What follows belongs to an exercise in optimizing a design on an open flow for small area, a short achievable clock period and few clock cycles; a production flow would make more cautious choices.
At most, simulation tests tie the RTL to the original design; equivalence was not proved.
Power is estimated from default activity; no workload was simulated.

// ccl_centroid
module ccl_centroid (
    input  logic                      clk,
    input  logic                      reset,
    input  logic                      img_vsync,
    input  logic                      img_href,
    input  logic                      img_bit,
    output logic                      region_valid,
    output ccl_region_pkg::label_t    region_label,
    output ccl_region_pkg::area_t     region_area,
    output ccl_region_pkg::centroid_t centroid_x,
    output ccl_region_pkg::centroid_t centroid_y,
    output logic                      report_done
);
    logic                   rst_q;
    logic                   pix_valid;
    logic                   pix_bit;
    ccl_frame_pkg::coord_t  pix_x;
    ccl_frame_pkg::coord_t  pix_y;
    logic                   frame_start;
    logic                   frame_end;
    ccl_region_pkg::label_t cur_label;
    logic                   need_new;
    ccl_region_pkg::label_t n_labels;
    logic                   acc_en;
    logic                   acc_new;
    ccl_frame_pkg::coord_t  acc_x;
    ccl_frame_pkg::coord_t  acc_y;
    logic [31:1]            sel;        
    ccl_region_pkg::label_t rd_label;   
    logic                   busy;
    logic                   phase;
    logic                   go;
    logic                   empty_done;
    logic [8:0]             area_rd;
    logic [10:0]            sum_x_rd;
    logic [10:0]            sum_y_rd;
    frame_timing frame_timing_inst (
        .clk         (clk),
        .reset       (reset),
        .img_vsync   (img_vsync),
        .img_href    (img_href),
        .img_bit     (img_bit),
        .rst_q       (rst_q),
        .pix_valid   (pix_valid),
        .pix_bit     (pix_bit),
        .pix_x       (pix_x),
        .pix_y       (pix_y),
        .frame_start (frame_start),
        .frame_end   (frame_end)
    );
    label_assigner label_assigner_inst (
        .clk         (clk),
        .pix_valid   (pix_valid),
        .pix_bit     (pix_bit),
        .pix_x       (pix_x),
        .pix_y       (pix_y),
  ...
For scale: roughly 2900 cells after synthesis, about 1200 flip-flops, ~39 I/O pins, about 0.047 mm2 of cells after synthesis.
export LEC_CHECK = 0
export CAP_MARGIN = 20
export CORE_MARGIN = 2
export CORE_UTILIZATION = 40
export SLEW_MARGIN = 20
create_clock -name core_clock -period 34.0 [get_ports {clk}]
run.sh (not shown) runs the stock make flow with config.mk's settings and CLKGATE_MAP_FILE= SYNTH_SCRIPT=/design/flow/synth_recipe.tcl, a recipe that flattens the netlist after the stock synthesis.
Testbench counts at the start, summed over its fixed seeds: cycles 57,272.
Rerun with:
==> flow/flow/run.sh (new file) <==
#!/bin/bash
# Standard ORFS layout, except that the port buffers are buf_4 cells rather
# than the delay buffers buffer_ports picks by default.
set -euo pipefail
bash standard.sh BUFFER_PORTS_ARGS="-buffer_cell sky130_fd_sc_hd__buf_4" finish > flow_make.log 2>&1
==> flow/standard.sh (new file) <==
#!/bin/bash
# synth_recipe.tcl (not shown) runs the flow's synth.tcl, then flattens the netlist and writes it again
# the make line also repeats each setting of config.mk as NAME=value (left out here)
make -C /OpenROAD-flow-scripts/flow DESIGN_CONFIG=/design/flow/config.mk WORK_HOME=/design/flow/orfs CLKGATE_MAP_FILE= SYNTH_SCRIPT=/design/flow/synth_recipe.tcl "${@:-finish}"
removed: flow/run.sh
Clock skew came out lower by 24 ps.
Clock-buffer cell count came out higher by 11.
Die area is unchanged.
Total power is about the same.
Wire length hardly moves.
Clock power stays flat.
Hold slack loses 7.1 ps.
Global-route usage came out higher by 0.20 points.

---

Another version of the RTL of ccl_centroid (not shown whole).
Size in the first run: about 1200 flip-flops, roughly 39 I/O pins, ~0.047 sq mm of cells after synthesis.
==> flow/config.mk <==
export PLATFORM = sky130hd
export DESIGN_NAME = ccl_centroid
export DESIGN_NICKNAME = ccl_centroid
export VERILOG_FILES = /design/flow/design.v
export SDC_FILE = /design/flow/constraint.sdc
export NUM_CORES = 4
export LEC_CHECK = 0
export CAP_MARGIN = 20
export CORE_MARGIN = 2
export CORE_UTILIZATION = 40
export CTS_CLUSTER_DIAMETER = 130
export CTS_CLUSTER_SIZE = 28
export SLEW_MARGIN = 20
==> flow/constraint.sdc <==
create_clock -name core_clock -period 34.0 [get_ports {clk}]
set_input_delay 6.8000 -clock core_clock [delete_from_list [all_inputs] [get_ports {clk}]]
set_output_delay 6.8000 -clock core_clock [all_outputs]
set_load 0.01 [all_outputs]
standard.sh (not shown) runs the stock make flow with config.mk's settings and CLKGATE_MAP_FILE= SYNTH_SCRIPT=/design/flow/synth_recipe.tcl, a recipe that flattens the netlist after the stock synthesis.
==> flow/flow/run.sh <==
#!/bin/bash
# Standard ORFS layout, except that the port buffers are buf_4 cells rather
# than the delay buffers buffer_ports picks by default.
set -euo pipefail
bash standard.sh BUFFER_PORTS_ARGS="-buffer_cell sky130_fd_sc_hd__buf_4" finish > flow_make.log 2>&1
The first run produced a clean layout.
Testbench counts at the start, summed over its fixed seeds: cycles 56,177.
Change:
--- a/flow/config.mk
+++ b/flow/config.mk
@@ -11,2 +11,2 @@
-export CTS_CLUSTER_DIAMETER = 130
-export CTS_CLUSTER_SIZE = 28
+export CTS_CLUSTER_DIAMETER = 150
+export CTS_CLUSTER_SIZE = 24
The new run finished clean.
Utilization is higher by 0.15 points.
Count of clock-buffer cells in the layout is higher by 10.
Maximum frequency stays flat.
Via count is higher by 0.84%.
Final area is higher by 0.35%.
Sequential share of layout area is lower by 0.23 points.
Worst setup slack is worse by 0.020 ns.
Hold slack is worse by 0.0031 ns.
Register-to-register slack is worse by 0.06 ns.
Routed wire length stays flat.
Die area is unchanged.

---

ccl_centroid, a different RTL version from the one above (not shown whole).
Size: about 1,200 flip-flops, ~39 I/O pins.
## ccl_centroid
module ccl_centroid (
    input  logic                      clk,
    input  logic                      reset,
    input  logic                      img_vsync,
    input  logic                      img_href,
    input  logic                      img_bit,
    output logic                      region_valid,
    output ccl_region_pkg::label_t    region_label,
    output ccl_region_pkg::area_t     region_area,
    output ccl_region_pkg::centroid_t centroid_x,
    output ccl_region_pkg::centroid_t centroid_y,
    output logic                      report_done
);
    logic                   rst_q;
    logic                   pix_valid;
    logic                   pix_bit;
    ccl_frame_pkg::coord_t  pix_x;
    ccl_frame_pkg::coord_t  pix_y;
    logic                   frame_start;
    logic                   frame_end;
    ccl_region_pkg::label_t cur_label;
    logic                   need_new;
    ccl_region_pkg::label_t n_labels;
    logic                   acc_en;
    logic                   acc_new;
    ccl_frame_pkg::coord_t  acc_x;
    ccl_frame_pkg::coord_t  acc_y;
    ccl_region_pkg::label_t addr;       
    logic [31:1]            sel;        
    logic                   busy;
    logic                   phase;
    logic                   go;
    logic                   empty_done;
    logic [8:0]             area_rd;
    logic [10:0]            sum_x_rd;
    logic [10:0]            sum_y_rd;
    frame_timing frame_timing_inst (
        .clk         (clk),
        .reset       (reset),
        .img_vsync   (img_vsync),
        .img_href    (img_href),
        .img_bit     (img_bit),
        .rst_q       (rst_q),
        .pix_valid   (pix_valid),
        .pix_bit     (pix_bit),
        .pix_x       (pix_x),
  ...
==> flow/config.mk <==
export PLATFORM = sky130hd
export DESIGN_NAME = ccl_centroid
export DESIGN_NICKNAME = ccl_centroid
export VERILOG_FILES = /design/flow/design.v
export SDC_FILE = /design/flow/constraint.sdc
export NUM_CORES = 4
export LEC_CHECK = 0
export CAP_MARGIN = 20
export CORE_MARGIN = 2
export CORE_UTILIZATION = 55
export CTS_CLUSTER_DIAMETER = 100
export CTS_CLUSTER_SIZE = 20
export SLEW_MARGIN = 20
==> flow/constraint.sdc <==
create_clock -name core_clock -period 34.0 [get_ports {clk}]
set_input_delay 6.8000 -clock core_clock [delete_from_list [all_inputs] [get_ports {clk}]]
set_output_delay 6.8000 -clock core_clock [all_outputs]
set_load 0.01 [all_outputs]
Scripts as last shown in full above: flow/flow/run.sh
==> next run, changes <==
- CORE_UTILIZATION: 55 -> 40
- CTS_CLUSTER_DIAMETER: 100 -> not set
- CTS_CLUSTER_SIZE: 20 -> not set
Outcome:
- combinational power stays flat
- non-clock buffer count fell by 2
- via count stays flat
- total power grows by 8.5%
- sequential share of layout area drops by 2.7 points
- hold slack got worse by 4.9 ps
- worst setup slack gets worse by 64 ps
- global-route usage falls by 9.3 points
- first-iteration DRC count shrinks by 8.1%
- final cell count rises by 13%
- wire length fell by about 1%
==> next run, changes <==
- CTS_CLUSTER_DIAMETER: not set -> 150
- CTS_CLUSTER_SIZE: not set -> 24
After rerunning:
- worst hold slack hardly moves
- setup slack gains 7.6 ps
- wire length goes down by 1.1%
- cell count drops by 3.0%
- power shrinks by 10%
- non-clock buffer count is unchanged
- clock power is lower by 40%
- design area went down by 3.9%
- area after synthesis stays the same
No functional check of the RTL was part of any run of this note.

---

== rev 12 ==
ccl_centroid, a different RTL version from the one above (not shown whole).
Size in the first run: ~3000 cells after synthesis, roughly 1200 flip-flops.
make LEC_CHECK=0 CAP_MARGIN=20 CORE_MARGIN=2 CORE_UTILIZATION=40 CTS_CLUSTER_DIAMETER=150 CTS_CLUSTER_SIZE=24 SLEW_MARGIN=20 finish   # period 34.0 ns
run.sh (not shown) runs the stock make flow with config.mk's settings and CLKGATE_MAP_FILE= SYNTH_SCRIPT=/design/flow/synth_recipe.tcl, a recipe that flattens the netlist after the stock synthesis.
Stock flow here: none of the scripts above is used.
Testbench counts of rev 12, summed over its fixed seeds: cycles 56,369.
#### Input delta (rev 13 over rev 12)
==> flow/flow/run.sh (new file) <==
#!/bin/bash
# Standard ORFS layout, except that the port buffers are buf_4 cells rather
# than the delay buffers buffer_ports picks by default.
set -euo pipefail
bash standard.sh BUFFER_PORTS_ARGS="-buffer_cell sky130_fd_sc_hd__buf_4" finish > flow_make.log 2>&1
==> flow/standard.sh (new file) <==
#!/bin/bash
# synth_recipe.tcl (not shown) runs the flow's synth.tcl, then flattens the netlist and writes it again
# the make line also repeats each setting of config.mk as NAME=value (left out here)
make -C /OpenROAD-flow-scripts/flow DESIGN_CONFIG=/design/flow/config.mk WORK_HOME=/design/flow/orfs CLKGATE_MAP_FILE= SYNTH_SCRIPT=/design/flow/synth_recipe.tcl "${@:-finish}"
removed: flow/run.sh
## What came out
Between rev 12 and rev 13, the flow reports worst-case vdd ir drop decreasing by a few percent. The final worst slack of rev 13 is higher than that of rev 12. On power dissipated in the clock network: rev 13 sits above rev 12. Of rev 13 and rev 12, the lower via count belongs to rev 12. Compared with rev 12, in rev 13 maximum number of pins on one net before global-route repair saw an increase, first-pass GRT wire length neither gained nor lost much, portion of the layout cell area used by non-clock buffers fell 0.22 points. Compare rev 13 and rev 12 | final weighted congestion of routability-driven global placement lower: rev 12. Hold slack essentially unchanged between rev 13 and rev 12. Compared with rev 12, in rev 13 detailed-routed wire length on met2 increased by 3.0% relative to the old numbers; final cell count saw little to no change.

==> port drivers added, routing unchanged <==
The flow's constraints put no driver on any port. The routed layouts listed below were extracted and timed again, unchanged, in two steps. Step 1 sets driving cells, clkbuf_16 on the clock port and buf_2 on the other inputs (assumed; they add their load-dependent delay and slew). Step 2, shift: input delay + t, output delay - t, t = (earliest + latest rising clock arrival at the registers) / 2. This alone moves slack from input paths to output paths. Three values: ideal ports, drivers, drivers and shift; two values: the first two.
| run | t, ns | setup WS [ns] | worst hold slack (ns) | worst register clock-pin slew, ns |
|---|---|---|---|---|
| the first run of note 1 | 0.776 | 25.449 / 25.376 / 26.152 | 0.333 / 0.333 / 0.333 | 0.07 / 0.07 |
| the second run of note 1 | 0.774 | 25.904 / 25.828 / 26.602 | 0.325 / 0.325 / 0.325 | 0.07 / 0.07 |
| the first run of note 2 | 0.734 | 25.972 / 25.905 / 25.443 | 0.337 / 0.337 / 0.337 | 0.12 / 0.12 |
| the second run of note 2 | 0.746 | 25.953 / 25.884 / 25.483 | 0.334 / 0.334 / 0.334 | 0.11 / 0.11 |
| the first run of note 3 | 0.720 | 25.957 / 25.886 / 26.243 | 0.330 / 0.330 / 0.330 | 0.09 / 0.09 |
| the second run of note 3 | 0.764 | 25.893 / 25.819 / 26.584 | 0.325 / 0.325 / 0.325 | 0.07 / 0.07 |
| the third run of note 3 | 0.741 | 25.900 / 25.828 / 26.569 | 0.324 / 0.324 / 0.324 | 0.10 / 0.10 |
| rev 12 | 0.760 | 25.491 / 25.427 / 26.188 | 0.337 / 0.337 / 0.337 | 0.11 / 0.11 |
| rev 13 | 0.770 | 25.902 / 25.833 / 26.471 | 0.335 / 0.335 / 0.335 | 0.11 / 0.11 |
After both steps setup and hold are still met in every run listed. For the first run of note 2, which loses most, drivers alone change the setup slack by -0.067 ns; drivers and shift together by -0.529 ns.
